This design comes from an exercise in tuning for small area, a short achievable clock period and few clock cycles per item on the open sky130 flow, not from production work. Function was checked by simulation only, so behaviour that the tests miss may differ from the original. Power figures rest on the tool's default switching activity, not on a simulated workload.

<file path="flow/run.sh">
#!/bin/bash
# synth_recipe.tcl (not shown) runs the flow's synth.tcl, then flattens the netlist and writes it again
# the make line also repeats each setting of config.mk as NAME=value (left out here)
make -C /OpenROAD-flow-scripts/flow DESIGN_CONFIG=/design/flow/config.mk WORK_HOME=/design/flow/orfs CLKGATE_MAP_FILE= SYNTH_SCRIPT=/design/flow/synth_recipe.tcl finish
</file>
<file path="flow/config.mk">
export PLATFORM = sky130hd
export DESIGN_NAME = segment_tree_slot_allocator_unit
export DESIGN_NICKNAME = segment_tree_slot_allocator_unit
export VERILOG_FILES = /design/flow/design.v
export SDC_FILE = /design/flow/constraint.sdc
export NUM_CORES = 4
export LEC_CHECK = 0
export CAP_MARGIN = 20
export CORE_MARGIN = 2
export CORE_UTILIZATION = 45
export SLEW_MARGIN = 20
export SYNTH_MEMORY_MAX_BITS = 8192
</file>
<file path="flow/constraint.sdc">
create_clock -name core_clock -period 12.0 [get_ports {clk}]
set_input_delay 2.4000 -clock core_clock [delete_from_list [all_inputs] [get_ports {clk}]]
set_output_delay 2.4000 -clock core_clock [all_outputs]
set_load 0.01 [all_outputs]
</file>
<file path="flow/design.v">
`default_nettype none
package stsa_pkg;
	localparam int unsigned SLOTS_DEFAULT = 256;
	localparam int unsigned ADDR_W        = 32;
	localparam int unsigned SLOT_INDEX_W  = 8;
	localparam int unsigned CFG_DATA_W    = 32;
	localparam int unsigned SIZE_LOG2_W   = 5;
	localparam logic [SIZE_LOG2_W-1:0] SLOT_SIZE_LOG2_RESET = 5'd3;
	typedef enum logic [0:0] {
		REG_BASE_ADDRESS   = 1'b0,
		REG_SLOT_SIZE_LOG2 = 1'b1
	} cfg_reg_t;
	typedef enum logic [0:0] {
		OP_ALLOC = 1'b0,
		OP_FREE  = 1'b1
	} opcode_t;
	typedef enum logic [1:0] {
		STATUS_OK        = 2'd0,
		STATUS_FULL      = 2'd1,
		STATUS_OUTSIDE   = 2'd2,
		STATUS_NOT_ALLOC = 2'd3
	} status_t;
	typedef enum logic [2:0] {
		ST_CLEAR,
		ST_IDLE,
		ST_ROOT,
		ST_DESCEND,
		ST_MAP,
		ST_LEAF,
		ST_ASCEND,
		ST_EMIT
	} state_t;
endpackage
`default_nettype wire
`default_nettype none
module stsa_ram #(
	parameter int unsigned WIDTH = 8,
	parameter int unsigned DEPTH = 256
) (
	input  logic                     clk,
	input  logic                     wr_en,
	input  logic [$clog2(DEPTH)-1:0] wr_addr,
	input  logic [WIDTH-1:0]         wr_data,
	input  logic                     rd_en,
	input  logic [$clog2(DEPTH)-1:0] rd_addr,
	output logic [WIDTH-1:0]         rd_data
);
	logic [WIDTH-1:0] mem [DEPTH];
	always_ff @(posedge clk) begin
		if (wr_en) begin
			mem[wr_addr] <= wr_data;
		end
		if (rd_en) begin
			rd_data <= mem[rd_addr];
		end
	end
endmodule
`default_nettype wire
`default_nettype none
module segment_tree_slot_allocator_unit #(
	parameter int unsigned SLOTS = stsa_pkg::SLOTS_DEFAULT
) (
	input  logic                     clk,
	input  logic                     arst_n,
	input  logic                     cfg_we,
	input  logic                     cfg_index,
	input  logic [stsa_pkg::CFG_DATA_W-1:0]    cfg_data,
	input  logic                     req_valid,
	output logic                     req_ready,
	input  logic                     req_opcode,
	input  logic [stsa_pkg::ADDR_W-1:0]        req_freed_address,
	output logic                     rsp_valid,
	input  logic                     rsp_ready,
	output logic [1:0]               rsp_status,
	output logic [stsa_pkg::ADDR_W-1:0]        rsp_block_address,
	output logic [stsa_pkg::SLOT_INDEX_W-1:0]  rsp_slot_index
);
	localparam int unsigned AW = stsa_pkg::ADDR_W;
	localparam int unsigned NG = 16;    
	localparam int unsigned GS = 16;    
	logic [AW-1:0]                    base_q;
	logic [stsa_pkg::SIZE_LOG2_W-1:0] size_log2_q;
	always_ff @(posedge clk or negedge arst_n) begin
		if (!arst_n) begin
			base_q      <= '0;
			size_log2_q <= stsa_pkg::SLOT_SIZE_LOG2_RESET;
		end else if (cfg_we) begin
			if (cfg_index == stsa_pkg::REG_BASE_ADDRESS) base_q <= cfg_data[AW-1:0];
			else size_log2_q <= cfg_data[stsa_pkg::SIZE_LOG2_W-1:0];
		end
	end
	logic       started_q;
	logic       ready_q;
	logic [2:0] inflight_q;
	logic       acc;
	logic       xfer;
	logic [2:0] inflight_d;
	assign acc  = req_valid & ready_q;
	assign xfer = rsp_valid & rsp_ready;
	assign inflight_d = inflight_q + {2'b0, acc} - {2'b0, xfer};
	always_ff @(posedge clk or negedge arst_n) begin
		if (!arst_n) begin
			started_q  <= 1'b0;
			ready_q    <= 1'b0;
			inflight_q <= '0;
		end else begin
			started_q  <= 1'b1;
			ready_q    <= (inflight_d <= 3'd3);
			inflight_q <= inflight_d;
		end
	end
	logic          in_v_q;
	logic          in_op_q;
	logic [AW-1:0] in_addr_q;
	always_ff @(posedge clk or negedge arst_n) begin
		if (!arst_n) in_v_q <= 1'b0;
		else         in_v_q <= acc;
	end
	always_ff @(posedge clk) begin
		in_op_q   <= req_opcode;
		in_addr_q <= req_freed_address;
	end
	logic [NG*GS-1:0] used_q;
	logic [NG-1:0]    gfull;
	logic [NG-1:0]    gfirst;    
	logic             all_full;
	always_comb begin
		for (int j = 0; j < NG; j++) gfull[j] = &used_q[j*GS +: GS];
		for (int j = 0; j < NG; j++) begin
			logic below;
			below = 1'b1;
			for (int i = 0; i < j; i++) below = below & gfull[i];
			gfirst[j] = below & ~gfull[j];
		end
	end
	assign all_full = &gfull;
	logic [AW-1:0] map_off;
	logic [AW-1:0] map_slot;
	logic          map_outside;
	logic [NG-1:0] map_row;
	logic [GS-1:0] map_col;
	assign map_off     = in_addr_q - base_q;
	assign map_slot    = map_off >> size_log2_q;
	assign map_outside = |map_slot[AW-1:8];
	always_comb begin
		for (int j = 0; j < NG; j++) map_row[j] = (map_slot[7:4] == j[3:0]);
		for (int k = 0; k < GS; k++) map_col[k] = (map_slot[3:0] == k[3:0]);
	end
	logic [NG-1:0] gsel;
	logic [GS-1:0] grp;
	logic [GS-1:0] lfirst;      
	logic          free_bit;
	assign gsel = in_op_q ? map_row : gfirst;
	always_comb begin
		grp = '0;
		for (int j = 0; j < NG; j++) grp = grp | ({GS{gsel[j]}} & used_q[j*GS +: GS]);
		for (int k = 0; k < GS; k++) begin
			logic below;
			below = 1'b1;
			for (int i = 0; i < k; i++) below = below & grp[i];
			lfirst[k] = below & ~grp[k];
		end
	end
	assign free_bit = |(grp & map_col);
	logic [3:0] alloc_hi;
	logic [3:0] alloc_lo;
	always_comb begin
		alloc_hi = '0;
		alloc_lo = '0;
		for (int j = 0; j < NG; j++) if (gfirst[j]) alloc_hi = alloc_hi | j[3:0];
		for (int k = 0; k < GS; k++) if (lfirst[k]) alloc_lo = alloc_lo | k[3:0];
	end
	logic          do_alloc;
	logic          do_free;
	logic [NG-1:0] row;
	logic [GS-1:0] col;
	logic [NG*GS-1:0] used_d;
	assign do_alloc = in_v_q & ~in_op_q & ~all_full;
	assign do_free  = in_v_q &  in_op_q & ~map_outside;
	always_comb begin
		for (int j = 0; j < NG; j++) row[j] = (do_alloc & gfirst[j]) | (do_free & map_row[j]);
		col = in_op_q ? map_col : lfirst;
		for (int j = 0; j < NG; j++)
			for (int k = 0; k < GS; k++)
				used_d[j*GS+k] = started_q & ((row[j] & col[k]) ? ~in_op_q : used_q[j*GS+k]);
	end
	always_ff @(posedge clk) begin
		used_q <= used_d;
	end
	localparam int unsigned RW = 11;    
	logic [1:0]    res_status;
	logic [7:0]    res_slot;
	logic          res_blk;
	always_comb begin
		if (!in_op_q) begin
			res_status = all_full ? stsa_pkg::STATUS_FULL : stsa_pkg::STATUS_OK;
			res_slot   = all_full ? 8'd0 : {alloc_hi, alloc_lo};
			res_blk    = ~all_full;
		end else begin
			res_status = map_outside ? stsa_pkg::STATUS_OUTSIDE
			           : free_bit    ? stsa_pkg::STATUS_OK : stsa_pkg::STATUS_NOT_ALLOC;
			res_slot   = map_outside ? 8'd0 : map_slot[7:0];
			res_blk    = 1'b0;
		end
	end
	logic [RW-1:0] q_mem [3];
	logic [1:0]    q_wp, q_rp;
	logic [1:0]    q_cnt;
	logic          q_pop;
	logic [RW-1:0] q_head;
	assign q_head = q_mem[q_rp];
	assign q_pop  = (q_cnt != 2'd0) & (~rsp_valid | rsp_ready);
	always_ff @(posedge clk) begin
		if (in_v_q) q_mem[q_wp] <= {res_blk, res_status, res_slot};
	end
	always_ff @(posedge clk or negedge arst_n) begin
		if (!arst_n) begin
			q_wp  <= '0;
			q_rp  <= '0;
			q_cnt <= '0;
		end else begin
			if (in_v_q) q_wp <= (q_wp == 2'd2) ? 2'd0 : q_wp + 2'd1;
			if (q_pop)  q_rp <= (q_rp == 2'd2) ? 2'd0 : q_rp + 2'd1;
			q_cnt <= q_cnt + {1'b0, in_v_q} - {1'b0, q_pop};
		end
	end
	logic          out_v_q;
	logic [1:0]    out_status_q;
	logic [7:0]    out_slot_q;
	logic [AW-1:0] out_block_q;
	always_ff @(posedge clk or negedge arst_n) begin
		if (!arst_n)    out_v_q <= 1'b0;
		else if (q_pop) out_v_q <= 1'b1;
		else if (rsp_ready) out_v_q <= 1'b0;
	end
	always_ff @(posedge clk) begin
		if (q_pop) begin
			out_status_q <= q_head[9:8];
			out_slot_q   <= q_head[7:0];
			out_block_q  <= q_head[10] ? base_q + ({24'd0, q_head[7:0]} << size_log2_q) : '0;
		end
	end
	assign req_ready         = ready_q;
	assign rsp_valid         = out_v_q;
	assign rsp_status        = out_status_q;
	assign rsp_block_address = out_block_q;
	assign rsp_slot_index    = out_slot_q;
endmodule
`default_nettype wire
</file>
==> impl_metrics.env <==
export IMPL_maxCapViolations=0
export IMPL_cp_slowest_stage_delay_ns=0.88
export IMPL_pwr_share_seq=0.299
export IMPL_final_setup_tns_ns=0
export IMPL_cts_tree="done"
export IMPL_worst_slew_pin_slew_ns=1.24
export IMPL_dp_hpwl_microns=103000
export IMPL_worstHoldStart="inflight_q[0]"
export IMPL_cts_setup_buffers=0
export IMPL_synth_seq_area_share=0.342
export IMPL_fp_dieH_microns=250
export IMPL_power_density_nw_per_um2=180
export IMPL_cts_resized=0
export IMPL_area_growth_pct=14.0
export IMPL_peakVddDrop_v=0.000123
export IMPL_r2r_start="base_q[0]"
export IMPL_path_delay_family="simple AND/OR/NAND/NOR gates"
export IMPL_io_buffer_count=114
export IMPL_p_switching_mw=2.35
export IMPL_slew_viol_final=0
export IMPL_core_area_sq_um=60000
export IMPL_clock_sinks=414
export IMPL_fp_dieW_microns=250
export IMPL_grt_setup_unrepaired="no"
export IMPL_synthFlopType="dfxtp_1"
export IMPL_grt_pass1_wl_microns=204000
export IMPL_slew_headroom=0.169
export IMPL_die_area_sq_um=62400
export IMPL_hp_class="reg -> reg"
export IMPL_fmax_mhz=110
export IMPL_total_power_mw=5.58
export IMPL_p_leak_nw=10.9
export IMPL_cts_buffers=48
export IMPL_fillers=5668
export IMPL_min_path_cells=1
export IMPL_clk_insertion_delay_late_ns=0.64
export IMPL_path_buf_inv=1
export IMPL_cp_startpoint="base_q[0]"
export IMPL_routed_wirelength_microns=142000
export IMPL_layout_nets=3553
export IMPL_fin_crit_sh=0.756
export IMPL_antenna_found_initial=10
export IMPL_hold_viol=0
export IMPL_placed_cell_area_sq_um=29200
export IMPL_skew_ns=0.0538
export IMPL_max_clock_path_buffers=3
export IMPL_cts_root_buf="clkbuf_16"
export IMPL_p_clk_frac=0.287
export IMPL_synth_seq_cells=414
export IMPL_grt_pass1_vias=29614
export IMPL_final_cell_mix="nor2_1, o21ai_0, nand2_1, dfxtp_1, a21oi_1"
export IMPL_drc_errors=0
export IMPL_critPathMaxFanout=31
export IMPL_rr_worst_depth=21
export IMPL_postCtsHoldBufs=0
export IMPL_cp_slowest_cell="or4_1"
export IMPL_h_tree_depth=2
export IMPL_drt_iter0_markers=4356
export IMPL_grt_max_degree=102
export IMPL_synth_cells=3408
export IMPL_syn_nets=3549
export IMPL_startpoint_type="flop"
export IMPL_cp_end_kind="flop"
export IMPL_io_pins=115
export IMPL_combPwrFrac=0.413
export IMPL_ys_types=106
export IMPL_start_util=0.453
export IMPL_dr_pass1_iters=19
export IMPL_cp_required_ns=12.53
export IMPL_fin_crit_ns=9.07
export IMPL_p_int_mw=3.23
export IMPL_synth_edf_count=75
export IMPL_ant_nets=0
export IMPL_sw_frac_of_total=0.421
export IMPL_overflow=0
export IMPL_vias_per_cell=7.29
export IMPL_layout_commonest_cell="nor2_1"
export IMPL_route_detailed_wl_per_inst_microns=33.5
export IMPL_outcome="timing/DRC/antenna clean"
export IMPL_cp_depth=21
export IMPL_yosysWarnings=1
export IMPL_gr_usage_all_layers=0.439
export IMPL_stdcell_area_sq_um=31000
export IMPL_setup_viol=0
export IMPL_layout_drive_gt1_share=0.102
export IMPL_syn_area_per_cell_sq_um=7.98
export IMPL_via_count=30896
export IMPL_cp_data_arrival_time_ns=9.60
export IMPL_synth_area_sq_um=27200
export IMPL_ys_async_sr_fraction=0.121
export IMPL_routabilityCongestion=1.08
export IMPL_rows=90
export IMPL_path_clk_slew_ns=0.06
export IMPL_worst_setup_path_type="reg -> reg"
export IMPL_crit_chain="ha_1 -> fa_1 -> nand2b_1 -> a21oi_1 -> o31ai_4 -> a211o_1 -> nand4_1 -> a2111oi_0 -> nor3_1 -> o221ai_1 -> a311o_1 -> o22ai_4 -> buf_4 -> nand2_1 -> nor2_1 -> a221o_1 -> nor3_1 -> or4_1 -> or3_1 -> or4_1 -> a211oi_1"
## routing by layer
layer	vias up	part of all wire	track usage
met5	-	0.00050	0
met4	10	0.091	0.325
met3	718	0.12	0.126
met2	2453	0.44	0.701
met1	14785	0.35	0.501
li1	12930	-	-
## cell type report
cell class / instances / area, sq um / share of cell area
timing repair buffer: 214 / 1910 / 0.0615
sequential: 414 / 9300 / 0.300
inverter: 101 / 379 / 0.0122
antenna: 4 / 10.0 / 0.000323
tap: 782 / 978 / 0.0316
clock inverter: 28 / 319 / 0.0103
clock buffer: 62 / 1410 / 0.0454
multi-input combinational: 2633 / 16700 / 0.539
## final timing paths
kind                                  to  slack [ns]
max                          used_q[188]        2.93
min                        inflight_q[0]        0.48
max reg2reg                  used_q[188]        2.93
min reg2reg                inflight_q[0]        0.48
max in group asynchronous      started_q        9.51
min in group asynchronous     base_q[10]        1.94
## power by group through the flow
| stage | Sequential (mW) | Clock, mW | Combinational [mW] |
|---|---|---|---|
| 4_1_cts | 1.67 | 1.61 | 2.21 |
| 3_5_place_dp | 1.70 | 0 | 2.20 |
| 5_1_grt | 1.68 | 1.66 | 2.39 |
| 6_report | 1.67 | 1.60 | 2.31 |
| 2_1_floorplan | 1.70 | 0 | 1.29 |
| 3_3_place_gp | 1.70 | 0 | 2.17 |
## logic make-up (layout without fill, tap and decap cells)
| group | Yosys count | in the layout | share of synthesized area |
|---|---|---|---|
| DFF | 414 | 414 | 0.342 |
| muxes | 129 | 129 | 0.0550 |
| AOI/OAI and AO/OA | 1217 | 1217 | 0.299 |
| other | 1 | 5 | 0.000138 |
| adders and majority gates | 70 | 70 | 0.0330 |
| buffers and inverters | 361 | 405 | 0.0526 |
| xor gates and xnor gates | 44 | 44 | 0.0144 |
| and+or+nand+nor | 1172 | 1172 | 0.204 |
## cell usage after synthesis (17+ instances only)
master    instances  share of area
nor2_1          368          0.051
o21ai_0         319          0.059
dfxtp_1         289           0.21
nand2_1         289          0.040
a21oi_1         227          0.042
clkbuf_1        205          0.028
nand3_1         127          0.023
inv_1            96          0.013
nand4_1          87          0.020
a31oi_1          82          0.019
mux2i_1          82          0.030
nor3_1           81          0.015
edfxtp_1         75          0.083
ha_1             67          0.031
o211ai_1         59          0.016
a22oi_1          53          0.015
dfrtp_1          48          0.044
a211oi_1         45          0.012
a41oi_1          41          0.013
a21o_1           38          0.010
o21ai_1          38         0.0070
o221a_2          37          0.015
mux2_2           34          0.014
buf_2            33         0.0061
nor4_1           33         0.0076
a221oi_1         31          0.010
xnor2_1          26         0.0084
o22ai_1          25         0.0058
and3_1           23         0.0053
nand2b_1         23         0.0053
or3_1            23         0.0053
nor2b_1          22         0.0051
a222oi_1         20         0.0074
and2_1           20         0.0046
a22o_1           19         0.0061
xor2_1           17         0.0055
## flip-flops by register name, indices dropped and copies added (netlist names)
signal,count
size_log2_q,5
inflight_q,3
q_rp,2
q_mem,33
in_op_q,1
out_slot_q,8
ready_q,1
out_v_q,1
base_q,32
in_addr_q,32
out_block_q,32
started_q,1
used_q,256
in_v_q,1
q_cnt,2
q_wp,2
out_status_q,2
## worst register-to-register path, cell delays in order, from the launching register on
cell,delay [ns]
dfrtp_1,0.42
ha_1,0.23
fa_1,0.41
nand2b_1,0.18
a21oi_1,0.45
o31ai_4,0.18
a211o_1,0.43
nand4_1,0.21
a2111oi_0,0.14
nor3_1,0.41
o221ai_1,0.20
a311o_1,0.40
o22ai_4,0.52
buf_4,0.64
nand2_1,0.56
nor2_1,0.80
a221o_1,0.35
nor3_1,0.10
or4_1,0.64
or3_1,0.43
or4_1,0.88
a211oi_1,0.43
## per-stage QoR
step / cells / worst slack [ns] / utilization / hold WS [ns]
finish: 4238 / 2.93 / 0.517 / 0.485
global route: 4234 / 2.91 / 0.516 / 0.500
CTS: 4232 / 3.49 / 0.515 / 0.485
detailed placement: 4142 / 3.55 / 0.487 / 0.471
global placement: 4142 / 3.29 / 0.486 / 0.463
floorplan: 3408 / 5.71 / - / 0.452
Testbench counts, summed over its fixed seeds: cycles 12,040, items 12,000.

==> static timing again, ports no longer ideal <==
The results above use ideal ports. As a check the final layout listed here was re-extracted and re-timed, cells and wires unchanged.
Step 1 assumes that a clkbuf_16 drives the clock port and a buf_2 every other input.
Step 2 also shifts input and output timing later by t, the mid clock arrival at the registers, as if the neighbouring blocks saw the same clock.
a / b / c = no drivers / after step 1 / after step 2; a / b = the first two.
shift t [ns]: 0.680
setup slack, ns: 2.930 / 2.930 / 2.930
pins driven straight from the clock port: 1
After both steps this run still meets setup and hold. The setup slack of this run moves by 0.000 ns with the drivers and by 0.000 ns with both steps.
